Context: an optimization exercise on an open-source flow, tuned for small area, a short achievable clock period and few clock cycles per item. The choices shown serve that exercise and are no tape-out recipe.
The RTL was checked by simulation tests, not by an equivalence proof against the original design.

## flow/design.v (module list and top-level ports; edited modules follow where they fit)
// module rpq_palette_regs: 75 lines
// module rpq_distance_lane: 773 lines
// module rpq_argmin_tree: 73 lines
// module redmean_palette_quantizer: 139 lines
module redmean_palette_quantizer #(
    parameter int PALETTE_ENTRIES = 8
)
(
    input  logic        clk,
    input  logic        rst_n,
    input  logic        in_valid,
    output logic        in_stall,
    input  logic [7:0]  red,
    input  logic [7:0]  green,
    input  logic [7:0]  blue,
    output logic        out_valid,
    input  logic        out_stall,
    output logic [2:0]  best_index,
    input  logic        cfg_valid,
    output logic        cfg_ready,
    input  logic [2:0]  cfg_index,
    input  logic [47:0] cfg_data
);
  // ...
==> flow/flow/run.sh <==
#!/bin/bash
# Layout flow: the standard synthesis, then full adders' polarities are
# chosen to remove inverters between adders (flow/fa_polarity.py), then
# the standard layout from floorplan on. Each tool's output goes to a log
# file of its own in this folder.
set -euo pipefail
R=orfs/results/${FLOW_PLATFORM}/redmean_palette_quantizer/base
bash standard.sh "$PWD/$R/1_2_yosys.v" > flow_1_synth.log 2>&1
cp "$R/1_2_yosys.v" "$R/1_2_yosys.standard.v"
python3 flow/fa_polarity.py "$R/1_2_yosys.standard.v" "$R/1_2_yosys.v" > flow_2_fa_polarity.log 2>&1
bash standard.sh finish > flow_3_layout.log 2>&1
==> flow/flow/fa_polarity.py <==
#!/usr/bin/env python3
"""Removes inverters between full adders in a mapped sky130hd netlist.

A full adder is self-dual: FA(~a, ~b, ~c) = (~cout, ~sum). Yosys's adder
extraction often leaves an inverter on an adder's output that only feeds
other adders. This script chooses, for every full adder cell, whether it
computes its own function or the complemented one (inputs and outputs all
inverted), greedily, to minimise the number of inverters needed, then rewrites
the netlist: every old inverter is removed and one inverter is added for each
signal some load needs in the polarity its driver does not give.
Registers, ports and every other cell are left as they are.

usage: fa_polarity.py IN.v OUT.v
"""
import re
import sys
from collections import defaultdict

INV_RE = re.compile(r"^sky130_fd_sc_hd__(inv|clkinv)_\d+$")
FA_RE = re.compile(r"^sky130_fd_sc_hd__fa_\d+$")
OUT_PINS = {"X", "Y", "Q", "Q_N", "SUM", "COUT", "HI", "LO"}

CELL_RE = re.compile(r"^(\s*)(sky130_fd_sc_hd__\w+)\s+(\S+)\s*\((.*?)\);\s*$", re.S)
PIN_RE = re.compile(r"\.(\w+)\(\s*((?:[^()]|\([^()]*\))*?)\s*\)")


def esc(n):
    """Escaped identifiers end at white space."""
    return n + " " if n.startswith("\\") else n


def main():
    src, dst = sys.argv[1], sys.argv[2]
    text = open(src).read()
    m = re.search(r"\bmodule\s+(\S+)\s*\((.*?)\);", text, re.S)
    body_start = m.end()
    end = text.rindex("endmodule")
    header, body, tail = text[:body_start], text[body_start:end], text[end:]

    # split the body into statements
    stmts = []
    buf = ""
    for line in body.splitlines(keepends=True):
        buf += line
        if buf.strip() == "" or buf.rstrip().endswith(";"):
            stmts.append(buf)
            buf = ""
    if buf:
        stmts.append(buf)

    ports = set()
    for s in stmts:
        mm = re.match(r"\s*(input|output|inout)\s+(\[[^\]]*\]\s*)?(.*?);", s, re.S)
        if mm:
            for n in mm.group(3).split(","):
                ports.add(n.strip())

    def is_port_net(net):
        base = re.sub(r"\s*\[\d+\]$", "", net.strip())
        return base in ports or net.strip() in ports

    cells = []  # [idx, type, name, pins(list of (pin, net))]
    for i, s in enumerate(stmts):
        mm = CELL_RE.match(s)
        if mm:
            pins = [(p, n.strip()) for p, n in PIN_RE.findall(mm.group(4))]
            cells.append([i, mm.group(2), mm.group(3), pins, mm.group(1)])

    driver = {}
    loads = defaultdict(list)
    for c in cells:
        for p, n in c[3]:
            if p in OUT_PINS:
                driver[n] = (c, p)
            else:
                loads[n].append((c, p))

    # managed inverters: not touching ports or constants
    def managed_inv(c):
        if not INV_RE.match(c[1]):
            return False
        d = dict(c[3])
        a, y = d.get("A"), d.get("Y")
        if a is None or y is None:
            return False
        if is_port_net(y) or "'" in a or "'" in y:
            return False
        return True

    inv_cells = [c for c in cells if managed_inv(c)]
    inv_out = {dict(c[3])["Y"]: dict(c[3])["A"] for c in inv_cells}

    base_cache = {}

    def base_of(n):
        if n in base_cache:
            return base_cache[n]
        b, p = n, 0
        seen = 0
        while b in inv_out and seen < 100:
            b = inv_out[b]
            p ^= 1
            seen += 1
        base_cache[n] = (b, p)
        return b, p

    fa_cells = [c for c in cells if FA_RE.match(c[1])]
    fa_id = {id(c): k for k, c in enumerate(fa_cells)}
    inv_ids = {id(c) for c in inv_cells}

    # demands: for each base, list of (fa index or -1, required polarity)
    demands = defaultdict(list)
    load_list = []  # (cell, pin, base, pol)
    for c in cells:
        if id(c) in inv_ids:
            continue
        for p, n in c[3]:
            if p in OUT_PINS or "'" in n:
                continue
            b, pol = base_of(n)
            k = fa_id.get(id(c), -1)
            demands[b].append((k, pol))
            load_list.append((c, p, b, pol))
    # ports driven through managed inverters are not managed; ports that
    # are plain nets are loads needing polarity 0 of their own base
    fa_out_base = {}  # base net -> fa index
    fixed = set()
    for k, c in enumerate(fa_cells):
        for p, n in c[3]:
            if p in ("SUM", "COUT"):
                fa_out_base[n] = k
                if is_port_net(n):
                    fixed.add(k)
    for n in list(demands.keys()):
        if is_port_net(n) and n in fa_out_base:
            fixed.add(fa_out_base[n])

    phi = [0] * len(fa_cells)

    def avail(b):
        k = fa_out_base.get(b)
        return phi[k] if k is not None else 0

    def need_inv(b):
        a = avail(b)
        for k, pol in demands[b]:
            r = pol ^ (phi[k] if k >= 0 else 0)
            if r != a:
                return 1
        return 0

    fa_bases = []
    for k, c in enumerate(fa_cells):
        bs = set()
        for p, n in c[3]:
            if p in ("SUM", "COUT"):
                bs.add(n)
            elif "'" not in n:
                bs.add(base_of(n)[0])
        fa_bases.append(bs)

    before = sum(need_inv(b) for b in demands)
    # simulated annealing over the flips, then a greedy finish
    import math
    import random
    rng = random.Random(1)
    free = [k for k in range(len(fa_cells)) if k not in fixed]
    cur_total = before
    best_total, best_phi = cur_total, list(phi)
    steps = 400 * len(free)
    for it in range(steps):
        temp = 1.5 * (1.0 - it / steps) + 0.01
        k = free[rng.randrange(len(free))]
        bs = fa_bases[k]
        cur = sum(need_inv(b) for b in bs)
        phi[k] ^= 1
        delta = sum(need_inv(b) for b in bs) - cur
        if delta <= 0 or rng.random() < math.exp(-delta / temp):
            cur_total += delta
            if cur_total < best_total:
                best_total, best_phi = cur_total, list(phi)
        else:
            phi[k] ^= 1
    phi[:] = best_phi
    improved = True
    while improved:
        improved = False
        for k in free:
            bs = fa_bases[k]
            cur = sum(need_inv(b) for b in bs)
            phi[k] ^= 1
            if sum(need_inv(b) for b in bs) < cur:
                improved = True
            else:
                phi[k] ^= 1
    after = sum(need_inv(b) for b in demands)

    # rewrite
    new_inv = {}
    counter = [0]

    def inverted(b):
        if b not in new_inv:
            counter[0] += 1
            new_inv[b] = f"_fapol_{counter[0]}_"
        return new_inv[b]

    repl = {}  # (id(cell), pin) -> net
    for c, p, b, pol in load_list:
        k = fa_id.get(id(c), -1)
        r = pol ^ (phi[k] if k >= 0 else 0)
        repl[(id(c), p)] = b if r == avail(b) else inverted(b)

    out = []
    wires = []
    for i, s in enumerate(stmts):
        out.append(s)
    by_idx = {c[0]: c for c in cells}
    for i, c in by_idx.items():
        if id(c) in inv_ids:
            out[i] = ""
            continue
        pins = []
        changed = False
        for p, n in c[3]:
            nn = repl.get((id(c), p), n)
            if nn != n:
                changed = True
            pins.append((p, nn))
        if changed:
            ind = c[4]
            lines = [f"{ind}{c[1]} {c[2]} ("]
            lines.append(",\n".join(f"{ind}  .{p}({esc(n)})" for p, n in pins))
            lines.append(f"{ind});\n")
            out[i] = "\n".join(lines)
    for b, n in new_inv.items():
        wires.append(f"  wire {n};\n")
        wires.append(f"  sky130_fd_sc_hd__inv_1 {n}inv (\n    .A({esc(b)}),\n    .Y({n})\n  );\n")
    # managed inverters whose output was a base for nobody: dropped; nets that
    # lost their driver but still have loads would be a bug
    used = set()
    for c in cells:
        if id(c) in inv_ids:
            continue
        for p, n in c[3]:
            used.add(repl.get((id(c), p), n))
    for c in inv_cells:
        y = dict(c[3])["Y"]
        assert y not in used or y in new_inv.values(), y
    text2 = header + "".join(out) + "".join(wires) + tail
    open(dst, "w").write(text2)
    sys.stderr.write(
        f"full adders {len(fa_cells)} (fixed {len(fixed)}), flipped {sum(phi)}; "
        f"inverters managed {len(inv_cells)}, needed before {before}, after {after}, written {len(new_inv)}\n")


if __name__ == "__main__":
    main()
==> flow/standard.sh <==
#!/bin/bash
# synth_recipe.tcl (not shown) runs the flow's synth.tcl, then flattens the netlist and writes it again
# the make line also repeats each setting of config.mk as NAME=value (left out here)
make -C /OpenROAD-flow-scripts/flow DESIGN_CONFIG=/design/flow/config.mk WORK_HOME=/design/flow/orfs CLKGATE_MAP_FILE= SYNTH_SCRIPT=/design/flow/synth_recipe.tcl "${@:-finish}"
==> flow/config.mk <==
export PLATFORM = sky130hd
export DESIGN_NAME = redmean_palette_quantizer
export DESIGN_NICKNAME = redmean_palette_quantizer
export VERILOG_FILES = /design/flow/design.v
export SDC_FILE = /design/flow/constraint.sdc
export NUM_CORES = 4
export LEC_CHECK = 0
export CAP_MARGIN = 20
export CORE_MARGIN = 2
export CORE_UTILIZATION = 40
export SETUP_SLACK_MARGIN = 3.3
export SLEW_MARGIN = 20
==> flow/constraint.sdc <==
create_clock -name core_clock -period 7.0 [get_ports {clk}]
set_input_delay 1.4000 -clock core_clock [delete_from_list [all_inputs] [get_ports {clk}]]
set_output_delay 1.4000 -clock core_clock [all_outputs]
set_load 0.01 [all_outputs]
==> results.toml, run 1 <==
[cells_and_area]
final-clk-cell-share_pct = 4.181
multi_input_area_share_pct = 64.65
final-seq-area_sq_um = 28190
largest_reg_flops = 192
nets = 13960
multi_input_gates = 8300
layout_commonest_cell = "fa_1"
n_fill_cell = 26590
stdcell_count = 15120

[worst_setup_path]
crit_end = "q_idx[4][0]"

[clock_network]
cts_made_buffers = 156
ctsHtreeMaxLevel = 4
cts_num_sinks = 1328

[timing]
final_hold_viol_count = 0
fin_crit_sh_pct = 53.66
period_needed_ns = 3.756
finalMaxSlewViolations = 0

[global_route]
top_usage_layer = "met2"
grtUsageMet3_pct = 2.863
grt_pass1_vias = 83460

[synth]
syn-mean-instance-area_sq_um = 10.30

[detailed_routing]
via_per_inst = 5.245
drtIter0Drc = 4765

[floorplanning]
n_tap_cell = 3762
core_area_sq_um = 284700

[run_status]
outcome = "no timing/DRC/antenna violations"
Testbench counts, summed over its fixed seeds: cycles 8,232, items 8,192.
==> inputs of run 2 (changes only) <==
--- a/flow/flow/fa_polarity.py
+++ b/flow/flow/fa_polarity.py
@@ -5,13 +5,16 @@
 extraction often leaves an inverter on an adder's output that only feeds
 other adders. This script chooses, for every full adder cell, whether it
 computes its own function or the complemented one (inputs and outputs all
-inverted), greedily, to minimise the number of inverters needed, then rewrites
+inverted), by simulated annealing with a fixed seed and a greedy finish, to
+minimise the number of inverters needed, then rewrites
 the netlist: every old inverter is removed and one inverter is added for each
 signal some load needs in the polarity its driver does not give.
 Registers, ports and every other cell are left as they are.
 
 usage: fa_polarity.py IN.v OUT.v
 """
+import math
+import random
 import re
 import sys
 from collections import defaultdict
@@ -161,8 +164,6 @@
 
     before = sum(need_inv(b) for b in demands)
     # simulated annealing over the flips, then a greedy finish
-    import math
-    import random
     rng = random.Random(1)
     free = [k for k in range(len(fa_cells)) if k not in fixed]
     cur_total = before
--- a/flow/config.mk
+++ b/flow/config.mk
@@ -5,8 +5,9 @@
 export SDC_FILE = /design/flow/constraint.sdc
 export NUM_CORES = 4
 export LEC_CHECK = 0
+export ABC_AREA = 1
 export CAP_MARGIN = 20
 export CORE_MARGIN = 2
-export CORE_UTILIZATION = 40
+export CORE_UTILIZATION = 55
 export SETUP_SLACK_MARGIN = 3.3
 export SLEW_MARGIN = 20
==> run 2 against run 1 <==
  * Still clean on timing, DRC and antenna
  * Utilization up 15 points
  * Via count up 12%
  * Register-to-register slack better by 0.13 ns
  * Critical path depth down 3
  * Critical endpoint is now g_lane[7].u_lane.row_b_q[1]
  * Highest routed layer unchanged
==> results.toml, run 2 <==
[run_status]
outcome = "no timing/DRC/antenna violations"

[global_route]
grt-ovfl-total = 0
grt_use_total_pct = 30.63
grt_pass1_wl_mm = 510.5
grt_pass1_vias = 88920
antenna_found_initial = 21
grt_max_degree = 144

[timing]
rsz0062_at_grt = "true"
tightest_slew_ns = 1.130
tns_ns = 0
finalMaxSlewViolations = 0
final_hold_viol_count = 0
setup_viol = 0
fin_crit_sh_pct = 51.79
finClkSkew_ns = 0.06467
fmax_mhz = 275.8
period_needed_ns = 3.625
slew_headroom_pct = 23.87

[detailed_routing]
postRouteAntennaNets = 0
via_per_inst = 5.440
post_drt_wl_per_cell_um = 20.12
vias = 88820
drc_errors = 0
drt-total-wl_mm = 328.5
drt_first_pass_iters = 6
drtIter0Drc = 7400

[synth]
syn-mean-instance-area_sq_um = 8.587
ys_warn_count = 6
syn_nets = 16250
synth_cells = 13500
syn_area_sq_um = 115900

[worst_setup_path]
r2r_slack_ns = 3.37
critPathLaunch = "g_lane[7].u_lane.rm_q[4]"
arrival_ns = 4.32
r2r-end = "g_lane[7].u_lane.row_b_q[1]"
crit_type = "flop to flop"
cp-end-kind = "flop"
required_ns = 7.70
crit_end = "g_lane[7].u_lane.row_b_q[1]"
reg2reg_depth = 9
critPathLaunchType = "flop"
crit_fanout = 30
rr_startpoint = "g_lane[7].u_lane.rm_q[4]"

[placed_design]
dpl_cell_area_sq_um = 118900
gp_congestion = 0.9294
place_hpwl_mm = 261.7
dp_cells = 16010
io_buffers = 84

[cells_and_area]
layout-drive-gt1-share_pct = 5.061
layout_common_cells = "2,984 x nand2_1, 2,201 x inv_1, 1,439 x fa_1, 1,231 x o21ai_0, 1,224 x ha_1"
largest_reg_flops = 192
layout_commonest_cell = "nand2_1"
fin_area_sq_um = 125300
stdcell_count = 16330
nets = 16130
fin_util_pct = 59.81
area_growth_pct = 8.101

[floorplanning]
ios = 86
placementRows = 168
die_w_um = 463.1
initial_core_util_pct = 55.32
die_y_um = 463.1
die-area_sq_um = 214500
core_area_sq_um = 209600

[worst_hold_path]
hold_path.class = "flop to flop"
hold_start = "valid_reg[2]"
holdPathStages = 0

[clock_network]
cts_tree = "done"
cts_made_buffers = 155
clk_latency_ns = 0.85
root_buffer = "clkbuf_16"
clk_pin_slew_worst_paths_ns = 0.06
cts_buffer_depth = 3
cts_num_sinks = 1328
ctsHtreeMaxLevel = 4

[run]
cap_violations = 0
-- run 2: cell type report --
type / instances / area [sq um]
fillers: 18620 / 84230
multi-input cells: 9512 / 78030
flip-flops and latches: 1328 / 28080
inverters: 2212 / 8325
clock buffers: 212 / 4425
well taps: 2805 / 3510
repair buffers: 173 / 1914
clock inverters: 76 / 1013
repair inverters: 3 / 22.52
diodes: 8 / 20.02
-- run 2: metrics by stage --
step	worst slack, ns	hold slack, ns
after detailed placement	2.552	0.3434
after global routing	3.225	0.3708
after floorplan	3.277	0.3258
final	3.375	0.3577
after global placement	2.548	0.3398
after CTS	3.241	0.3569
-- run 2: layer usage --
layer | share of wire, % | vias to the layer above | GRT usage, %
li1 | - | 42080 | -
met1 | 45 | 43330 | 43.84
met2 | 43 | 2892 | 45.98
met3 | 7.4 | 516 | 5.446
met4 | 4.4 | 10 | 12.21
met5 | 0.019 | - | 0
-- run 2: worst max-delay path: stages, from the launching register on --
cell and delay (ns):
dfxtp_1 0.35, buf_12 0.19, nand2_1 0.11, fa_1 0.52, inv_1 0.05, fa_1 0.38
fa_1 0.44, fa_1 0.46, fa_1 0.53, fa_1 0.42
-- run 2: how the worst min path moves through the flow --
stage                     slack [ns]                    endpoint
after floorplan                 0.33  g_lane[0].u_lane.sq_b_q[0]
after global placement          0.34                valid_reg[1]
after detailed placement        0.34                valid_reg[2]
after CTS                       0.36                valid_reg[3]
after global routing            0.37                valid_reg[3]
final                           0.36                valid_reg[3]
-- run 2: repair_timing --
item	in CTS	in global routing
hold endpoints to repair	0	0
setup buffers	0	18
resized for setup	63	203
gates cloned	0	8
endpoints found under the setup margin	168	94
hold buffers	0	0
==> inputs of run 3 (changes only) <==
--- a/flow/config.mk
+++ b/flow/config.mk
@@ -8,6 +8,6 @@
 export ABC_AREA = 1
 export CAP_MARGIN = 20
 export CORE_MARGIN = 2
-export CORE_UTILIZATION = 55
+export CORE_UTILIZATION = 40
 export SETUP_SLACK_MARGIN = 3.3
 export SLEW_MARGIN = 20
==> run 3 against run 2 <==
  * Worst hold slack worse by 0.013 ns
  * Non-clock buffer count up 13
  * Clock-buffer cell count up 2
  * Still clean on timing, DRC and antenna
  * Synthesized cell count unchanged
  * Fmax about the same
  * Wire length down 4.3%
  * First-iteration DRC count down 16%
==> results.toml, run 3 <==
[clock_network]
postCtsHoldBufs = 0
root_buffer = "clkbuf_16"
cts_made_buffers = 165
cts_num_sinks = 1328
clk_pin_slew_worst_paths_ns = 0.06
cts_buffer_depth = 4
cts_tree = "done"
clk_latency_ns = 0.89
ctsHtreeMaxLevel = 4

[worst_setup_path]
crit_path_frequent_cell = "fa_1"
crit_type = "flop to flop"
arrival_ns = 4.29
cp_top_family = "adder cells"
crit_fanout = 26
critPathLaunchType = "flop"
crit_slowest_cell = "fa_1"
cp-end-kind = "flop"
slowest_delay_ns = 0.53
critical_path.cell_chain = "buf_6 -> nand2_1 -> fa_1 -> inv_1 -> fa_1 -> fa_1 -> fa_1 -> fa_1 -> fa_1"
required_ns = 7.66
path_buf_inv = 2

[detailed_routing]
vias = 86780
postRouteAntennaNets = 0
drc_errors = 0
drt-total-wl_mm = 314.3
via_per_inst = 5.010
drtIter0Drc = 6198
drt_first_pass_iters = 8
post_drt_wl_per_cell_um = 18.14

[cells_and_area]
largest_reg_flops = 192
nets = 16150
fin_util_pct = 43.98
fin_area_sq_um = 126700
area_growth_pct = 9.298
layout_commonest_cell = "nand2_1"
layout_common_cells = "2,983 x nand2_1, 2,208 x inv_1, 1,439 x fa_1, 1,231 x o21ai_0, 1,223 x ha_1"
layout-drive-gt1-share_pct = 5.039

[synth]
syn-mean-instance-area_sq_um = 8.587
synth_cells = 13500
syn_area_sq_um = 115900
ys_warn_count = 6
syn_nets = 16250

[worst_hold_path]
hold_path.class = "flop to flop"

[global_route]
grt-ovfl-total = 0
grt_pass1_vias = 86110
grt_pass1_wl_mm = 492.0
grt_use_total_pct = 21.37
grt_max_degree = 98
antenna_found_initial = 18

[timing]
rsz0062_at_grt = "false"
final_hold_viol_count = 0
setup_viol = 0
finalMaxSlewViolations = 0
finClkSkew_ns = 0.1055
fin_crit_sh_pct = 51.82
tightest_slew_ns = 1.073
tns_ns = 0
fmax_mhz = 275.7
slew_headroom_pct = 28.23
hold_ws_ns = 0.3450
period_needed_ns = 3.627

[floorplanning]
initial_core_util_pct = 40.24
die_y_um = 542.4
die_w_um = 542.4
die-area_sq_um = 294200
placementRows = 197
ios = 86
core_area_sq_um = 288100

[run]
cap_violations = 0

[placed_design]
place_hpwl_mm = 249.2
io_buffers = 84
gp_congestion = 0.9122
dpl_cell_area_sq_um = 120200

[run_status]
outcome = "no timing/DRC/antenna violations"
-- run 3: area by class of cell --
class,count,area (sq um)
fill,28020,161400
multi-input combinational,9512,78010
sequential,1328,28080
inverter,2212,8314
tap,3781,4731
clock buffer,214,4682
timing repair buffer,186,1933
clock inverter,79,932.1
timing repair inverter,3,17.52
antenna,7,17.52
-- run 3: repair_timing --
| item | CTS | global route |
|---|---|---|
| resized for setup | 65 | 168 |
| setup endpoints to repair | 175 | 83 |
| setup buffers | 0 | 30 |
| cloned | 0 | 7 |
| endpoints found under the hold margin | 0 | 0 |
-- run 3: worst register-to-register path: cells and delay by family (launching register included) --
family,cells,cell delay (ns)
buf+inv,2,0.26
fa+ha+maj,6,2.77
flops,1,0.32
simple gates,1,0.12
-- run 3: per-layer routing --
layer / vias to the layer above / GRT usage (%) / wire length (um) / part of all wire [%]
met5: - / 0 / 0 / 0
met4: 0 / 6.998 / 10940 / 3.5
met3: 446 / 2.687 / 19250 / 6.1
met2: 2312 / 34.00 / 140700 / 45
met1: 41850 / 30.02 / 143300 / 46
li1: 42170 / - / - / -
-- run 3: worst paths after layout --
check / cells after the start / endpoint / slack [ns] / from
min in group asynchronous: 1 / stall_reg / 0.51 / rst_n
worst min-delay path: 0 / valid_reg[3] / 0.35 / valid_reg[2]
worst max register to register: 9 / g_lane[0].u_lane.row_b_q[1] / 3.37 / g_lane[0].u_lane.rm_q[1]
max in group asynchronous: 2 / u_palette.g_entry[6].entry_reg[6] / 5.24 / rst_n
worst max-delay path: 9 / g_lane[0].u_lane.row_b_q[1] / 3.37 / g_lane[0].u_lane.rm_q[1]
worst min register to register: 0 / valid_reg[3] / 0.35 / valid_reg[2]
-- run 3: per-stage QoR --
step / worst slack, ns / std cells
after floorplan: 3.277 / 13500
after global placement: 2.564 / 16980
after detailed placement: 2.564 / 16980
after CTS: 3.240 / 17280
after global routing: 3.299 / 17320
final: 3.373 / 17320
==> inputs of run 4 (changes only) <==
--- a/flow/config.mk
+++ b/flow/config.mk
@@ -9,5 +9,5 @@
 export CAP_MARGIN = 20
 export CORE_MARGIN = 2
 export CORE_UTILIZATION = 40
-export SETUP_SLACK_MARGIN = 3.3
+export SETUP_SLACK_MARGIN = 3.6
 export SLEW_MARGIN = 20
==> run 4 against run 3 <==
  * Non-clock buffer count rose by 202
  * Register-to-register slack gained 0.14 ns
  * Worst hold slack better by 0.0046 ns
  * Critical endpoint unchanged
==> results.toml, run 4 <==
[run_status]
outcome = "no timing/DRC/antenna violations"

[timing]
finalMaxSlewViolations = 0
fmax_mhz = 286.6
fin_crit_sh_pct = 49.85
finalWorstSetupSlack_ns = 3.510
rsz0062_at_grt = "true"
final_hold_viol_count = 0
finClkSkew_ns = 0.09655
setup_viol = 0
period_needed_ns = 3.490
slew_headroom_pct = 23.43
tns_ns = 0
tightest_slew_ns = 1.149

[floorplanning]
ios = 86
placementRows = 197
initial_core_util_pct = 40.24
die_w_um = 542.4
die-area_sq_um = 294200
core_area_sq_um = 288100
die_y_um = 542.4

[synth]
syn_area_sq_um = 115900
syn-mean-instance-area_sq_um = 8.587
syn_nets = 16250
synth_cells = 13500
ys_warn_count = 6

[placed_design]
dp_slack_ns = 2.656
io_buffers = 84
gp_congestion = 0.9072
place_hpwl_mm = 246.3

[detailed_routing]
drc_errors = 0
vias = 88560
drtIter0Drc = 6861
post_drt_wl_per_cell_um = 18.54
drt-total-wl_mm = 324.9
via_per_inst = 5.055
drt_first_pass_iters = 6
postRouteAntennaNets = 0

[worst_setup_path]
rr_startpoint = "g_lane[0].u_lane.rm_q[3]"
r2r-end = "g_lane[0].u_lane.row_b_q[1]"
crit_type = "flop to flop"
crit_fanout = 5
critPathLaunchType = "flop"
cp-end-kind = "flop"
r2r_slack_ns = 3.51
arrival_ns = 4.20
reg2reg_depth = 9
required_ns = 7.71

[cells_and_area]
fin_util_pct = 45.30
layout_commonest_cell = "nand2_1"
area_growth_pct = 12.58
n_fill_cell = 27870
nets = 16360
largest_reg_flops = 192
layout_common_cells = "2,957 x nand2_1, 2,130 x inv_1, 1,332 x fa_1, 1,201 x ha_1, 1,116 x o21ai_0"
final-seq-area_sq_um = 28630
layout-drive-gt1-share_pct = 10.33
multi_input_area_sq_um = 79060

[global_route]
grt_pass1_vias = 87830
grt-ovfl-total = 0
antenna_found_initial = 36
grt_use_total_pct = 21.95
grt_pass1_wl_mm = 502.9
grt_max_degree = 118

[worst_hold_path]
hold_start = "valid_reg[1]"
hold_path_end = "valid_reg[2]"
hold_path.class = "flop to flop"
holdPathStages = 0

[run]
cap_violations = 0

[clock_network]
cts_num_sinks = 1328
cts_tree = "done"
clk_pin_slew_worst_paths_ns = 0.06
ctsHtreeMaxLevel = 4
postCtsHoldBufs = 0
clk_latency_ns = 0.89
root_buffer = "clkbuf_16"
cts_buffer_depth = 4
cts_made_buffers = 165
## run 4: final cells by class
| class | count | area share [%] |
|---|---|---|
| antenna | 5 | 0.009585 |
| clock buffer | 221 | 3.622 |
| clock inverter | 67 | 0.5694 |
| inverter | 2212 | 6.393 |
| multi-input combinational | 9513 | 60.57 |
| sequential | 1328 | 21.94 |
| tap | 3781 | 3.624 |
| timing repair buffer | 388 | 3.249 |
| timing repair inverter | 5 | 0.02876 |
## run 4: critical path, stage by stage, from the launching register on
cell     delay (ns)
dfxtp_4        0.40
buf_12         0.14
nand2_1        0.07
fa_1           0.49
inv_1          0.05
fa_2           0.37
fa_2           0.37
fa_1           0.52
fa_1           0.44
fa_2           0.52
## run 4: how the worst max path moves through the flow
| stage | start | endpoint | slack [ns] | cells past startpoint |
|---|---|---|---|---|
| after global placement | red[0] | g_lane[2].u_lane.t_r[8] | 2.65 | 10 |
| final | g_lane[0].u_lane.rm_q[3] | g_lane[0].u_lane.row_b_q[1] | 3.51 | 9 |
| after global routing | g_lane[2].u_lane.rm_q[2] | g_lane[2].u_lane.row_b_q[0] | 3.44 | 9 |
| after CTS | g_lane[2].u_lane.rm_q[2] | g_lane[2].u_lane.row_b_q[0] | 3.54 | 8 |
| after detailed placement | red[0] | g_lane[2].u_lane.t_r[8] | 2.66 | 10 |
| after floorplan | g_lane[6].u_lane.rm_q[0] | g_lane[6].u_lane.row_b_q[1] | 3.59 | 10 |
## run 4: timing repair
action                     4_1_cts  5_1_grt
hold endpoints to repair         0        0
pin swaps                       47      112
resized for setup              481      563
setup endpoints to repair      256      209
buffers inserted               103      112
gates cloned                    21        9
## run 4: routing by layer
metal / GRT usage, % / routed length (um) / up-vias
li1: - / - / 42600
met1: 30.57 / 145600 / 42690
met2: 34.08 / 141600 / 2696
met3: 3.178 / 23120 / 572
met4: 9.014 / 14560 / 2
met5: 0 / 13 / -
## run 4: through the flow
stage | hold slack [ns] | cells | area, sq um
floorplan | 0.3258 | 13500 | 116500
global placement | 0.3325 | 16980 | 120300
detailed placement | 0.3372 | 16980 | 120300
CTS | 0.3496 | 17390 | 128200
global route | 0.3515 | 17520 | 130500
finish | 0.3496 | 17520 | 130500
==> inputs of run 5 (changes only) <==
--- a/flow/config.mk
+++ b/flow/config.mk
@@ -9,5 +9,5 @@
 export CAP_MARGIN = 20
 export CORE_MARGIN = 2
 export CORE_UTILIZATION = 40
-export SETUP_SLACK_MARGIN = 3.6
+export SETUP_SLACK_MARGIN = 3.45
 export SLEW_MARGIN = 20
==> run 5 against run 4 <==
  * Still clean
  * Register-to-register slack barely moved
  * Wire length fell by 2.6%
  * Clock-buffer cell count fell by 11
  * Synthesized area did not move
  * Non-clock buffer count fell by 137
  * Critical endpoint is now g_lane[6].u_lane.row_b_q[1]
==> results.toml, run 5 <==
[cells_and_area]
layout-drive-gt1-share_pct = 6.738
n_fill_cell = 27990
area_growth_pct = 10.33
layout_commonest_cell = "nand2_1"
largest_reg_flops = 192
nets = 16210
layout_common_cells = "2,984 x nand2_1, 2,180 x inv_1, 1,429 x fa_1, 1,223 x o21ai_0, 1,218 x ha_1"
fin_area_sq_um = 127900

[clock_network]
cts_made_buffers = 158
ctsHtreeMaxLevel = 4
root_buffer = "clkbuf_16"
cts_tree = "done"
clk_pin_slew_worst_paths_ns = 0.06
cts_num_sinks = 1328
cts_buffer_depth = 4
clk_latency_ns = 0.85

[synth]
syn-mean-instance-area_sq_um = 8.587
syn_area_sq_um = 115900
synth_cells = 13500
syn_nets = 16250
ys_warn_count = 6

[timing]
finalMaxSlewViolations = 0
rsz0062_at_grt = "true"
fmax_mhz = 286.7
tns_ns = 0
final_hold_viol_count = 0
finClkSkew_ns = 0.04856
setup_viol = 0
tightest_slew_ns = 1.081
period_needed_ns = 3.488
slew_headroom_pct = 27.94
fin_crit_sh_pct = 49.83

[global_route]
antenna_found_initial = 26
grt_max_degree = 97
grt_pass1_vias = 86930
grt_pass1_wl_mm = 494.3
grt-ovfl-total = 0
grt_use_total_pct = 21.46

[run_status]
outcome = "no timing/DRC/antenna violations"

[worst_setup_path]
required_ns = 7.71
crit_fanout = 7
slowest_delay_ns = 0.53
crit_path_frequent_cell = "fa_1"
rr_startpoint = "g_lane[6].u_lane.sq_b_q[2]"
critical_path.cell_chain = "inv_2 -> nor2_1 -> fa_1 -> fa_1 -> fa_1 -> fa_1 -> fa_1 -> fa_1"
arrival_ns = 4.20
critPathLaunchType = "flop"
r2r_slack_ns = 3.51
cp-end-kind = "flop"
crit_slowest_cell = "fa_1"
r2r-end = "g_lane[6].u_lane.row_b_q[1]"
crit_type = "flop to flop"
reg2reg_depth = 8

[worst_hold_path]
hold_start = "valid_reg[1]"
hold_path_end = "valid_reg[2]"
hold_path.class = "flop to flop"
holdPathStages = 0

[placed_design]
dpl_cell_area_sq_um = 120200
place_hpwl_mm = 246.1
gp_congestion = 0.9039
io_buffers = 84

[floorplanning]
die_y_um = 542.4
ios = 86
initial_core_util_pct = 40.24
die-area_sq_um = 294200
placementRows = 197
core_area_sq_um = 288100
die_w_um = 542.4

[detailed_routing]
via_per_inst = 5.010
post_drt_wl_per_cell_um = 18.20
drtIter0Drc = 6790
drc_errors = 0
drt_first_pass_iters = 6
drt-total-wl_mm = 316.5
vias = 87100
postRouteAntennaNets = 0

[run]
cap_violations = 0
-- run 5: routing by layer --
metal / GRT usage, % / routed length (um) / vias to the layer above
met5: 0 / 52 / -
met4: 7.646 / 12360 / 8
met3: 3.014 / 21600 / 491
met1: 30.02 / 143300 / 41910
met2: 33.78 / 139100 / 2430
li1: - / - / 42260
-- run 5: how the worst max path moves through the flow --
stage                                    start                           to  slack [ns]  cells after the start
global route           g_lane[5].u_lane.t_r[6]  g_lane[5].u_lane.sq_r_q[14]        3.34                     15
floorplan             g_lane[6].u_lane.rm_q[0]  g_lane[6].u_lane.row_b_q[1]        3.46                     10
finish              g_lane[6].u_lane.sq_b_q[2]  g_lane[6].u_lane.row_b_q[1]        3.51                      8
detailed placement                      red[0]      g_lane[7].u_lane.t_r[8]        2.65                     10
CTS                   g_lane[5].u_lane.rm_q[0]  g_lane[5].u_lane.row_b_q[1]        3.39                      8
global placement                        red[0]      g_lane[6].u_lane.t_r[8]        2.63                     10
-- run 5: through the flow --
step | std cells | utilization [%] | hold WS (ns) | setup WS, ns
after floorplan | 13500 | - | 0.3258 | 3.462
after global placement | 16980 | 41.70 | 0.3331 | 2.627
after detailed placement | 16980 | 41.70 | 0.3363 | 2.646
after CTS | 17300 | 43.87 | 0.3504 | 3.389
after global routing | 17380 | 44.39 | 0.3561 | 3.336
final | 17390 | 44.39 | 0.3472 | 3.512
-- run 5: worst max-delay path: cells and delay by family (launching register included) --
family | cells | cell delay, ns
and+or+nand+nor | 1 | 0.14
buffers and inverters | 1 | 0.13
adders and majority gates | 6 | 2.67
DFF | 1 | 0.46
-- run 5: cell type report --
class,instances,area (sq um),area share (%)
Sequential cell,1328,28350,22.16
Clock buffer,210,4507,3.523
Timing Repair inverter,4,30.03,0.02347
Tap cell,3781,4731,3.698
Inverter,2212,8333,6.514
Antenna cell,10,25.02,0.01956
Clock inverter,78,933.4,0.7297
Multi-Input combinational cell,9512,78230,61.15
Timing Repair Buffer,251,2783,2.175
-- run 5: repair_timing --
item,4_1_cts,5_1_grt
gates resized for setup,220,269
pin swaps,0,6
gates cloned,7,12
setup buffers,20,65
hold buffers,0,0
endpoints found under the setup margin,212,120
==> inputs of run 6 (changes only) <==
--- a/flow/config.mk
+++ b/flow/config.mk
@@ -9,5 +9,5 @@
 export CAP_MARGIN = 20
 export CORE_MARGIN = 2
 export CORE_UTILIZATION = 40
-export SETUP_SLACK_MARGIN = 3.45
+export SETUP_SLACK_MARGIN = 3.75
 export SLEW_MARGIN = 20
==> run 6 against run 5 <==
  * Clock-buffer cell count up 14
  * Sequential share of layout area down 0.83 points
  * Synthesized area unchanged
  * Fmax up 0.84%
  * Utilization up 2.5 points
  * Wire length up 4.5%
  * Critical path type unchanged
  * Critical endpoint is now g_lane[1].u_lane.row_b_q[0]
  * Highest routed layer unchanged
==> results.toml, run 6 <==
[clock_network]
cts_num_sinks = 1328
clk_latency_ns = 0.87
root_buffer = "clkbuf_16"
clk_pin_slew_worst_paths_ns = 0.06
ctsHtreeMaxLevel = 4
cts_made_buffers = 168
cts_tree = "done"
postCtsHoldBufs = 0
cts_buffer_depth = 4

[cells_and_area]
multi_input_area_sq_um = 81130
layout-drive-gt1-share_pct = 15.60
fin_area_sq_um = 135100
largest_reg_flops = 192
nets = 16540
layout_common_cells = "2,900 x nand2_1, 2,048 x inv_1, 1,178 x fa_1, 1,155 x ha_1, 956 x o21ai_0"
layout_commonest_cell = "nand2_1"
area_growth_pct = 16.48
n_fill_cell = 27170
final-seq-area_sq_um = 28820

[worst_setup_path]
crit_type = "flop to flop"
slowest_delay_ns = 0.58
cp_top_family = "adder cells"
crit_fanout = 4
critPathLaunchType = "flop"
cp-end-kind = "flop"
required_ns = 7.76
arrival_ns = 4.22
critical_path.cell_chain = "buf_12 -> buf_8 -> o21ai_4 -> fa_1 -> inv_2 -> fa_1 -> fa_1 -> fa_1 -> fa_2"
critPathLaunch = "g_lane[1].u_lane.rm_q[3]"
crit_slowest_cell = "fa_1"
rr_startpoint = "g_lane[1].u_lane.rm_q[3]"
path_buf_inv = 3
crit_path_frequent_cell = "fa_1"

[run_status]
outcome = "no timing/DRC/antenna violations"

[floorplanning]
die_w_um = 542.4
die_y_um = 542.4
core_area_sq_um = 288100
die-area_sq_um = 294200
ios = 86
placementRows = 197
initial_core_util_pct = 40.24

[run]
cap_violations = 0

[synth]
syn_area_sq_um = 115900
syn-mean-instance-area_sq_um = 8.587
synth_cells = 13500
ys_warn_count = 6
syn_nets = 16250

[detailed_routing]
postRouteAntennaNets = 0
drt-total-wl_mm = 330.6
drtIter0Drc = 6987
drc_errors = 0
via_per_inst = 5.058
vias = 89550
post_drt_wl_per_cell_um = 18.67
drt_first_pass_iters = 6

[timing]
period_needed_ns = 3.459
rsz0062_at_grt = "true"
final_hold_viol_count = 0
finalMaxSlewViolations = 0
finClkSkew_ns = 0.07158
fmax_mhz = 289.1
slew_headroom_pct = 27.14
fin_crit_sh_pct = 49.42
setup_viol = 0
tightest_slew_ns = 1.093
tns_ns = 0
finalWorstSetupSlack_ns = 3.541

[global_route]
grt_pass1_vias = 89380
grt_use_total_pct = 22.21
grt_pass1_wl_mm = 509.6
grt_max_degree = 126
grt-ovfl-total = 0
antenna_found_initial = 28

[placed_design]
dp_slack_ns = 2.650
place_hpwl_mm = 245.8
io_buffers = 84
gp_congestion = 0.9202
dpl_cell_area_sq_um = 120400

[worst_hold_path]
hold_start = "valid_reg[0]"
hold_path.class = "flop to flop"
run 6: worst paths after layout:
check | to | slack [ns] | depth (start not counted)
setup / recovery | g_lane[1].u_lane.row_b_q[0] | 3.54 | 9
hold / removal | valid_reg[1] | 0.35 | 0
setup reg to reg | g_lane[1].u_lane.row_b_q[0] | 3.54 | 9
hold reg to reg | valid_reg[1] | 0.35 | 0
max in group asynchronous | u_palette.g_entry[3].entry_reg[3] | 4.99 | 2
min in group asynchronous | q_valid[0] | 0.57 | 1
run 6: stage by stage:
step	hold slack [ns]	instances	utilization (%)
finish	0.3493	17710	46.87
global route	0.3514	17700	46.87
CTS	0.3501	17540	45.57
detailed placement	0.3364	16990	41.79
global placement	0.3339	16980	41.78
floorplan	0.3258	13500	-
run 6: per-layer routing:
metal | wire, um | vias up | GRT usage (%)
met1 | 144000 | 43170 | 30.34
met3 | 23620 | 628 | 3.342
met5 | 25 | - | 0
met2 | 146900 | 2772 | 35.12
li1 | - | 42970 | -
met4 | 15970 | 4 | 9.120
run 6: area by class of cell:
type                    instances  share of cell area [%]
inverters                    2212                   6.203
diodes                          2                0.003706
repair inverters                5                 0.02779
multi-input cells            9513                   60.07
clock buffers                 224                   3.601
clock inverters                75                  0.7690
flip-flops and latches       1328                   21.34
well taps                    3781                   3.503
repair buffers                565                   4.481
run 6: repair_timing:
| item | 4_1_cts | 5_1_grt |
|---|---|---|
| pin swaps | 187 | 284 |
| buffers inserted | 234 | 152 |
| cloned | 26 | 6 |
| gates resized for setup | 1085 | 882 |
| setup endpoints to repair | 341 | 323 |
==> inputs of run 7 (changes only) <==
==> flow/run.sh (new file) <==
#!/bin/bash
# synth_recipe.tcl (not shown) runs the flow's synth.tcl, then flattens the netlist and writes it again
# the make line also repeats each setting of config.mk as NAME=value (left out here)
make -C /OpenROAD-flow-scripts/flow DESIGN_CONFIG=/design/flow/config.mk WORK_HOME=/design/flow/orfs CLKGATE_MAP_FILE= SYNTH_SCRIPT=/design/flow/synth_recipe.tcl finish
--- a/flow/config.mk
+++ b/flow/config.mk
@@ -5,9 +5,8 @@
 export SDC_FILE = /design/flow/constraint.sdc
 export NUM_CORES = 4
 export LEC_CHECK = 0
-export ABC_AREA = 1
 export CAP_MARGIN = 20
 export CORE_MARGIN = 2
 export CORE_UTILIZATION = 40
-export SETUP_SLACK_MARGIN = 3.75
+export SETUP_SLACK_MARGIN = 3.3
 export SLEW_MARGIN = 20
removed: flow/flow/run.sh
removed: flow/flow/fa_polarity.py
removed: flow/standard.sh
==> run 7 against run 6 <==
  * Clock skew fell by 0.026 ns
  * Fmax fell by 6.2%
  * Utilization fell by 2.1 points
  * Clock-buffer cell count fell by 18
  * Critical path depth rose by 4
  * Still clean on timing, DRC and antenna
  * Synthesized cell count fell by 13%
==> results.toml, run 7 <==
[cells_and_area]
layout_common_cells = "1,727 x inv_1, 1,433 x fa_1, 1,198 x ha_1, 907 x dfxtp_1, 840 x nand2_1"
nets = 14570
stdcell_count = 15870
largest_reg_flops = 192
fin_util_pct = 44.77
layout_commonest_cell = "inv_1"
area_growth_pct = 11.56
n_fill_cell = 27750
fin_area_sq_um = 130100
layout-drive-gt1-share_pct = 9.017

[timing]
tightest_slew_ns = 1.137
slew_headroom_pct = 24.12
fmax_mhz = 271.3
finClkSkew_ns = 0.04603
rsz0062_at_grt = "true"
final_hold_viol_count = 0
finalMaxSlewViolations = 0
fin_crit_sh_pct = 52.66
setup_viol = 0
period_needed_ns = 3.686
tns_ns = 0

[clock_network]
cts_made_buffers = 160
cts_num_sinks = 1328
root_buffer = "clkbuf_16"
ctsHtreeMaxLevel = 4
cts_buffer_depth = 4
cts_tree = "done"
postCtsHoldBufs = 0
clk_latency_ns = 0.83
clk_pin_slew_worst_paths_ns = 0.06

[synth]
ys_ff_latch = 1328
ys_types = 85
synth-main-ff-cell = "dfxtp_1"
syn-mean-instance-area_sq_um = 9.958
synth_seq_area_share_pct = 23.86
yosys.area.top_type = "fa_1"
syn_nets = 14450
syn_area_sq_um = 116600
synthArstFlopShare_pct = 15.81
synth_cells = 11710
yosysTopAreaCellShare_pct = 24.72
synth_edf_count = 18
synth.most_common_cell = "inv_1"
ys_warn_count = 6
synth.top_cells.by_count = "1,767 x inv_1, 1,440 x fa_1, 1,224 x ha_1"
synth_area_leaders = "fa_1 25%, dfxtp_1 19%, ha_1 13%"

[detailed_routing]
post_drt_wl_per_cell_um = 19.13
vias = 79400
drc_errors = 0
drt_first_pass_iters = 7
drt-total-wl_mm = 303.6
via_per_inst = 5.004
drtIter0Drc = 4717
postRouteAntennaNets = 0

[placed_design]
dpl_cell_area_sq_um = 121600
place_hpwl_mm = 237.3
io_buffers = 84
gp_congestion = 0.9073
dp_cells = 15440

[global_route]
grt-ovfl-total = 0
grt_use_total_pct = 20.58
grt_max_degree = 125
antenna_found_initial = 34
grt_pass1_vias = 80660
grt_pass1_wl_mm = 471.7

[worst_setup_path]
cp-end-kind = "flop"
r2r-end = "q_idx[1][0]"
cp.depth = 13
crit_path_frequent_cell = "o211ai_1"
crit_fanout = 11
crit_slowest_cell = "or4_4"
rr_startpoint = "u_argmin.odd_wins_q[2]"
critPathLaunchType = "flop"
slowest_delay_ns = 0.55
crit_type = "flop to flop"
required_ns = 7.56
cp_top_family = "compound AO/OA/AOI/OAI gates"
path_buf_inv = 3
critical_path.cell_chain = "buf_4 -> buf_16 -> mux2i_4 -> inv_1 -> ha_1 -> nand2_1 -> or4_4 -> o211ai_1 -> a211oi_2 -> o211ai_1 -> o32ai_1 -> a311o_2 -> mux2_2"
reg2reg_depth = 13
r2r_slack_ns = 3.31
arrival_ns = 4.25

[worst_hold_path]
hold_path_end = "valid_reg[3]"
hold_path.class = "flop to flop"
hold_start = "valid_reg[2]"
holdPathStages = 0

[floorplanning]
die_y_um = 543.9
ios = 86
die_w_um = 543.9
die-area_sq_um = 295900
initial_core_util_pct = 40.13
placementRows = 198
core_area_sq_um = 290600

[run_status]
outcome = "no timing/DRC/antenna violations"

[run]
cap_violations = 0
run 7: kinds of logic (layout without fill, tap and decap cells):
group                    count (synthesis)  in the layout  synth area share (%)
other                                    1             26              0.003216
AO/OA/AOI/OAI                         1573           1573                 8.246
XOR/XNOR                               618            618                 4.642
multiplexers                           833            833                 7.336
buffers and inverters                 2082           2316                 6.705
flip-flops                            1328           1328                 23.86
adder cells (fa/ha/maj)               2664           2664                 37.86
AND/OR/NAND/NOR                       2611           2611                 11.36
run 7: worst register-to-register path, cell delays in order, from the launching register on:
cell,delay (ns)
dfxtp_4,0.35
buf_4,0.14
buf_16,0.15
mux2i_4,0.38
inv_1,0.16
ha_1,0.31
nand2_1,0.05
or4_4,0.55
o211ai_1,0.22
a211oi_2,0.10
o211ai_1,0.13
o32ai_1,0.13
a311o_2,0.44
mux2_2,0.30
run 7: timing repair:
item,CTS,global route
cloned,2,4
pin swaps,18,68
resized for setup,256,355
setup endpoints to repair,162,95
buffers inserted,16,104
run 7: stage by stage:
stage               hold WS, ns  setup slack (ns)
floorplan                0.3312             3.250
global placement         0.3343             2.111
detailed placement       0.3402             2.133
CTS                      0.3584             3.299
global route             0.3621             3.188
finish                   0.3529             3.314
run 7: layer usage:
metal  global-route usage [%]  vias up  share of wire, %
met1                    28.24    39290                45
li1                         -    38140                 -
met2                    33.46     1567                46
met3                    2.484      406               5.4
met4                    7.132        4               4.1
met5                        0        -            0.0076
run 7: worst max path at each step:
stage / from / endpoint / slack [ns]
4_1_cts: u_argmin.odd_wins_q[2] / q_idx[4][0] / 3.30
2_1_floorplan: g_lane[0].u_lane.rm_q[0] / g_lane[0].u_lane.row_b_q[0] / 3.25
5_1_grt: g_lane[2].u_lane.row_b_q[0] / u_argmin.odd_wins_q[1] / 3.19
3_3_place_gp: blue[1] / g_lane[3].u_lane.t_b[8] / 2.11
6_report: u_argmin.odd_wins_q[2] / q_idx[1][0] / 3.31
3_5_place_dp: blue[1] / g_lane[7].u_lane.t_b[8] / 2.13
run 7: area by class of cell:
| type | count | area, sq um | area share (%) |
|---|---|---|---|
| Multi-Input combinational cell | 8300 | 82350 | 63.30 |
| Antenna cell | 25 | 62.56 | 0.04809 |
| Sequential cell | 1328 | 28230 | 21.70 |
| Timing Repair Buffer | 266 | 2601 | 2.000 |
| Inverter | 1767 | 6651 | 5.113 |
| Tap cell | 3900 | 4880 | 3.751 |
| Clock buffer | 206 | 4422 | 3.399 |
| Clock inverter | 77 | 889.6 | 0.6838 |
==> inputs of run 8 (changes only) <==
--- a/flow/config.mk
+++ b/flow/config.mk
@@ -8,5 +8,5 @@
 export CAP_MARGIN = 20
 export CORE_MARGIN = 2
 export CORE_UTILIZATION = 40
-export SETUP_SLACK_MARGIN = 3.3
+export SETUP_SLACK_MARGIN = 3.5
 export SLEW_MARGIN = 20
==> run 8 against run 7 <==
  * Clock-buffer cell count rose by 7
  * Synthesized area did not move
  * Critical path type unchanged
  * Critical endpoint is now q_idx[2][0]
  * Largest cell class unchanged
  * Highest routed layer unchanged
==> results.toml, run 8 <==
[run_status]
outcome = "no timing/DRC/antenna violations"

[detailed_routing]
top_layer_used = "met5"
postRouteAntennaNets = 0
drt_first_pass_iters = 6
drtIter0Drc = 5098
post_drt_wl_per_cell_um = 19.17
drc_errors = 0
wl_met1_mm = 134.0
vias = 80830
route.met3.wl_mm = 19.56
via_per_inst = 5.016
wl_met2_mm = 142.7
drt-total-wl_mm = 308.9

[placed_design]
io_buffers = 84
place_hpwl_mm = 235.0
gp_congestion = 0.9170

[worst_setup_path]
slowest_delay_ns = 0.54
crit_type = "flop to flop"
critPathLaunchType = "flop"
cp_top_family = "compound AO/OA/AOI/OAI gates"
crit_fanout = 10
crit_slowest_cell = "or4_4"
critical_path.cell_chain = "clkbuf_16 -> mux2i_2 -> ha_4 -> nand4_1 -> or4_4 -> o211ai_1 -> a211oi_2 -> o211ai_1 -> o32ai_2 -> a311o_2 -> mux2_4"
arrival_ns = 4.18
required_ns = 7.56
cp-end-kind = "flop"
reg2reg_depth = 11
cp.depth = 11
crit_path_frequent_cell = "o211ai_1"
path_buf_inv = 1

[cells_and_area]
nets = 14800
n_fill_cell = 27480
layout-drive-gt1-share_pct = 13.57
final-seq-area_sq_um = 28600
layout_common_cells = "1,700 x inv_1, 1,409 x fa_1, 1,164 x ha_1, 828 x nand2_1, 787 x dfxtp_1"
area_growth_pct = 14.71
multi_input_area_sq_um = 83420
layout_commonest_cell = "inv_1"
largest_reg_flops = 192

[synth]
synth_edf_count = 18
synth.most_common_cell = "inv_1"
ys_types = 85
yosys.area.top_type = "fa_1"
syn_area_sq_um = 116600
yosysTopAreaCellShare_pct = 24.72
synth-main-ff-cell = "dfxtp_1"
ys_warn_count = 6
synthArstFlopShare_pct = 15.81
syn-mean-instance-area_sq_um = 9.958
synth_area_leaders = "fa_1 25%, dfxtp_1 19%, ha_1 13%"
synth_seq_area_share_pct = 23.86
synth.top_cells.by_count = "1,767 x inv_1, 1,440 x fa_1, 1,224 x ha_1"
syn_nets = 14450
ys_ff_latch = 1328
synth_cells = 11710

[global_route]
antenna_found_initial = 48
grt_pass1_wl_mm = 475.3
grt_use_total_pct = 20.84
grt_pass1_vias = 81900
grt-ovfl-total = 0
grt_max_degree = 117

[floorplanning]
die-area_sq_um = 295900
die_y_um = 543.9
die_w_um = 543.9
initial_core_util_pct = 40.13
core_area_sq_um = 290600
placementRows = 198
ios = 86

[timing]
period_needed_ns = 3.621
tns_ns = 0
slew_headroom_pct = 20.61
finalMaxSlewViolations = 0
fmax_mhz = 276.2
final_hold_viol_count = 0
setup_viol = 0
fin_crit_sh_pct = 51.72
finClkSkew_ns = 0.03338
rsz0062_at_grt = "true"
hold_ws_ns = 0.3476
tightest_slew_ns = 1.187

[clock_network]
clk_pin_slew_worst_paths_ns = 0.06
cts_buffer_depth = 3
postCtsHoldBufs = 0
cts_tree = "done"
clk_latency_ns = 0.81
cts_num_sinks = 1328
cts_made_buffers = 154
ctsHtreeMaxLevel = 4
root_buffer = "clkbuf_16"

[run]
cap_violations = 0

[worst_hold_path]
holdPathStages = 0
hold_path.class = "flop to flop"
==> run 8: area by class of cell <==
| cell class | count | share of cell area, % |
|---|---|---|
| Inverter | 1767 | 4.998 |
| Sequential cell | 1328 | 21.38 |
| Clock buffer | 213 | 3.236 |
| Clock inverter | 76 | 0.7427 |
| Timing Repair Buffer | 507 | 3.579 |
| Multi-Input combinational cell | 8300 | 62.37 |
| Antenna cell | 25 | 0.04677 |
| Tap cell | 3900 | 3.648 |
==> run 8: routing by layer <==
| metal | global-route usage (%) | up-vias |
|---|---|---|
| li1 | - | 38620 |
| met1 | 27.12 | 39980 |
| met3 | 4.507 | 475 |
| met4 | 8.584 | 20 |
| met5 | 0 | - |
| met2 | 33.51 | 1741 |
==> run 8: logic make-up (layout without fill, tap and decap cells) <==
| kind of cell | count (synthesis) | count (layout) | share of synthesized area [%] |
|---|---|---|---|
| mux | 833 | 833 | 7.336 |
| flops | 1328 | 1328 | 23.86 |
| other cells | 1 | 26 | 0.003216 |
| compound gates | 1573 | 1573 | 8.246 |
| buf+inv | 2082 | 2563 | 6.705 |
| xor+xnor | 618 | 618 | 4.642 |
| simple gates | 2611 | 2611 | 11.36 |
| fa+ha+maj | 2664 | 2664 | 37.86 |
==> run 8: metrics by stage <==
stage / worst slack [ns] / instance area, sq um / utilization (%) / instances
floorplan: 3.418 / 117800 / - / 11710
global placement: 2.384 / 121800 / 41.93 / 15430
detailed placement: 2.391 / 121800 / 41.93 / 15430
CTS: 3.396 / 130500 / 44.90 / 15920
global route: 3.203 / 133700 / 46.02 / 16110
finish: 3.379 / 133800 / 46.03 / 16120
==> run 8: timing repair <==
action                     4_1_cts  5_1_grt
pin swaps                       87      156
gates resized for setup        617      500
setup endpoints to repair      258      139
gates cloned                     2        5
setup buffers                  193      171
hold endpoints to repair         0        0
==> run 8: worst reg2reg max path: stages, from the launching register on <==
cell       delay, ns
dfxtp_4         0.41
clkbuf_16       0.22
mux2i_2         0.46
ha_4            0.21
nand4_1         0.18
or4_4           0.54
o211ai_1        0.23
a211oi_2        0.08
o211ai_1        0.16
o32ai_2         0.13
a311o_2         0.45
mux2_4          0.31
==> run 8: path summary, 6_finish.rpt <==
path,startpoint,end,slack (ns)
worst min register to register,valid_reg[1],valid_reg[2],0.35
worst max register to register,u_argmin.odd_wins_q[0],q_idx[2][0],3.38
min in group asynchronous,rst_n,flight[1],0.55
worst max-delay path,u_argmin.odd_wins_q[0],q_idx[2][0],3.38
max in group asynchronous,rst_n,u_palette.g_entry[5].entry_reg[20],5.21
worst min-delay path,valid_reg[1],valid_reg[2],0.35
==> inputs of run 9 (changes only) <==
--- a/flow/config.mk
+++ b/flow/config.mk
@@ -7,6 +7,6 @@
 export LEC_CHECK = 0
 export CAP_MARGIN = 20
 export CORE_MARGIN = 2
-export CORE_UTILIZATION = 40
-export SETUP_SLACK_MARGIN = 3.5
+export CORE_UTILIZATION = 55
+export SETUP_SLACK_MARGIN = 3.3
 export SLEW_MARGIN = 20
==> run 9 against run 8 <==
  * Register-to-register slack worse by 0.05 ns
  * Utilization increased by 15 points
  * Non-clock buffer count is 199 lower
  * First-iteration DRC count decreased by 8.1%
  * Sequential share of layout area is 0.52 points higher
  * Clock skew is 0.0063 ns higher
  * Worst hold slack better by 0.0025 ns
  * Via count up 0.43%
  * Clock-buffer cell count down 2
  * Die area is 27% lower
  * Wire length is 1.1% higher
  * Highest routed layer is now met4
==> results.toml, run 9 <==
[floorplanning]
die_w_um = 464.5
die_y_um = 464.5
die-area_sq_um = 215700
initial_core_util_pct = 55.15
placementRows = 169
ios = 86
core_area_sq_um = 211500

[synth]
synth_cells = 11710
yosys.area.top_type = "fa_1"
synth.most_common_cell = "inv_1"
yosysTopAreaCellShare_pct = 24.72
synth-main-ff-cell = "dfxtp_1"
synth.top_cells.by_count = "1,767 x inv_1, 1,440 x fa_1, 1,224 x ha_1"
syn_nets = 14450
synth_edf_count = 18
ys_warn_count = 6
synth_area_leaders = "fa_1 25%, dfxtp_1 19%, ha_1 13%"
ys_ff_latch = 1328
syn-mean-instance-area_sq_um = 9.958
synthArstFlopShare_pct = 15.81
syn_area_sq_um = 116600
ys_types = 85
synth_seq_area_share_pct = 23.86

[worst_setup_path]
crit_slowest_cell = "or4_4"
slowest_delay_ns = 0.56
critPathLaunch = "u_argmin.odd_wins_q[2]"
crit_fanout = 6
path_buf_inv = 2
arrival_ns = 4.25
critical_path.cell_chain = "buf_12 -> mux2i_4 -> inv_1 -> ha_1 -> nand4_1 -> or4_4 -> a211oi_4 -> a211oi_2 -> o211ai_1 -> o32ai_1 -> a311o_2 -> mux2_2"
cp_top_family = "compound AO/OA/AOI/OAI gates"
rr_startpoint = "u_argmin.odd_wins_q[2]"
cp-end-kind = "flop"
critPathLaunchType = "flop"
crit_type = "flop to flop"
required_ns = 7.57

[cells_and_area]
fin_util_pct = 61.01
final-seq-area_sq_um = 28260
nets = 14610
n_fill_cell = 17980
layout_commonest_cell = "inv_1"
layout-drive-gt1-share_pct = 9.587
layout_common_cells = "1,737 x inv_1, 1,430 x fa_1, 1,200 x ha_1, 900 x dfxtp_1, 839 x nand2_1"
multi_input_area_sq_um = 82300
area_growth_pct = 10.64
largest_reg_flops = 192

[timing]
period_needed_ns = 3.673
finalWorstSetupSlack_ns = 3.327
setup_viol = 0
final_hold_viol_count = 0
slew_headroom_pct = 19.69
fin_crit_sh_pct = 52.47
finClkSkew_ns = 0.03963
tns_ns = 0
fmax_mhz = 272.2
rsz0062_at_grt = "true"
finalMaxSlewViolations = 0
tightest_slew_ns = 1.201

[run_status]
outcome = "no timing/DRC/antenna violations"

[detailed_routing]
wl_met2_mm = 145.0
post_drt_wl_per_cell_um = 21.06
postRouteAntennaNets = 0
via_per_inst = 5.475
vias = 81180
top_layer_used = "met4"
drt_first_pass_iters = 7
route.met3.wl_mm = 15.93
drtIter0Drc = 4687
drc_errors = 0
drt-total-wl_mm = 312.3
wl_met1_mm = 137.5

[global_route]
grt-ovfl-total = 0
grt_max_degree = 129
grt_use_total_pct = 29.33
grt_pass1_vias = 84760
grt_pass1_wl_mm = 489.1
antenna_found_initial = 19

[clock_network]
cts_num_sinks = 1328
root_buffer = "clkbuf_16"
postCtsHoldBufs = 0
cts_tree = "done"
cts_buffer_depth = 3
clk_latency_ns = 0.84
clk_pin_slew_worst_paths_ns = 0.07
ctsHtreeMaxLevel = 4
cts_made_buffers = 157

[worst_hold_path]
hold_path.class = "flop to flop"
hold_start = "valid_reg[2]"

[placed_design]
io_buffers = 84
gp_congestion = 0.9342
dp_slack_ns = 2.405
place_hpwl_mm = 245.5

[run]
cap_violations = 0
==> run 9: path summary, 6_finish.rpt <==
| kind | slack [ns] | depth (start not counted) | end |
|---|---|---|---|
| setup reg to reg | 3.33 | 12 | q_idx[4][0] |
| min in group asynchronous | 0.55 | 1 | u_palette.g_entry[7].entry_reg[21] |
| hold reg to reg | 0.35 | 0 | valid_reg[3] |
| hold / removal | 0.35 | 0 | valid_reg[3] |
| setup / recovery | 3.33 | 12 | q_idx[4][0] |
| max in group asynchronous | 4.93 | 2 | u_palette.g_entry[4].entry_reg[16] |
==> run 9: cell families (layout without fill, tap and decap cells) <==
logic type               count (synthesis)  after routing  share of synthesized area [%]
flip-flops                            1328           1328                          23.86
multiplexers                           833            833                          7.336
buffers and inverters                 2082           2368                          6.705
AO/OA/AOI/OAI                         1573           1573                          8.246
other                                    1             12                       0.003216
adder cells (fa/ha/maj)               2664           2664                          37.86
XOR/XNOR                               618            618                          4.642
AND/OR/NAND/NOR                       2611           2611                          11.36
==> run 9: area by class of cell <==
| type | instances | area share [%] |
|---|---|---|
| tap | 2821 | 2.736 |
| inverter | 1767 | 5.149 |
| multi-input combinational | 8300 | 63.79 |
| timing repair buffer | 308 | 2.213 |
| sequential | 1328 | 21.90 |
| antenna | 11 | 0.02134 |
| clock buffer | 211 | 3.460 |
| clock inverter | 82 | 0.7245 |
==> run 9: per-stage QoR <==
step                area, sq um  instances  hold slack, ns
finish                   129000      14830          0.3501
global route             129000      14820          0.3676
CTS                      126700      14670          0.3535
detailed placement       120200      14360          0.3402
global placement         120200      14360          0.3421
floorplan                116800      11710          0.3312
==> run 9: repair_timing <==
action                                 in CTS  in global routing
gates resized for setup                   260                374
buffers inserted                           16                148
endpoints found under the hold margin       0                  0
setup endpoints to repair                 139                 90
pin swaps                                  25                 89
cloned                                      1                  1
==> run 9: per-layer routing <==
layer	GRT usage, %	up-vias
met1	39.88	40680
met2	47.42	1867
met3	3.786	466
met4	12.00	0
met5	0	-
li1	-	38160

-- port drivers added, routing unchanged --
In the flow no input, the clock included, has a driving cell. The finished layouts below were timed again as built, in two steps. Step 1 assumes that a clkbuf_16 drives the clock port and a buf_2 every other input. Step 2 adds t to the input delays and takes it off the output delays; t is the mean of the earliest and latest rising clock arrival at the registers after step 1. Input paths then give back, and output paths get back, about the clock's delay inside the block. a / b / c = no drivers / after step 1 / after step 2; a / b = the first two.
| run | shift t [ns] | slack for setup (ns) | slew at the worst register clock pin (ns) | worst data-port slew with drivers (ns) |
|---|---|---|---|---|
| run 1 | 0.889 | 3.244 / 3.244 / 2.518 | 0.07 / 0.07 | 0.19 |
| run 2 | 0.910 | 3.375 / 3.375 / 2.608 | 0.07 / 0.07 | 0.22 |
| run 3 | 0.940 | 3.373 / 3.373 / 2.773 | 0.07 / 0.07 | 0.07 |
| run 4 | 0.924 | 3.510 / 3.510 / 2.893 | 0.07 / 0.07 | 0.06 |
| run 5 | 0.930 | 3.512 / 3.512 / 2.854 | 0.07 / 0.07 | 0.08 |
| run 6 | 0.913 | 3.541 / 3.541 / 3.072 | 0.06 / 0.06 | 0.06 |
| run 7 | 0.911 | 3.314 / 3.314 / 2.780 | 0.08 / 0.08 | 0.32 |
| run 8 | 0.899 | 3.379 / 3.379 / 2.779 | 0.08 / 0.08 | 0.27 |
| run 9 | 0.924 | 3.327 / 3.327 / 2.698 | 0.07 / 0.07 | 0.15 |
After both steps every run listed still meets setup and hold. For run 2, which loses most, drivers alone change the setup slack by 0.000 ns; drivers and shift together by -0.767 ns.
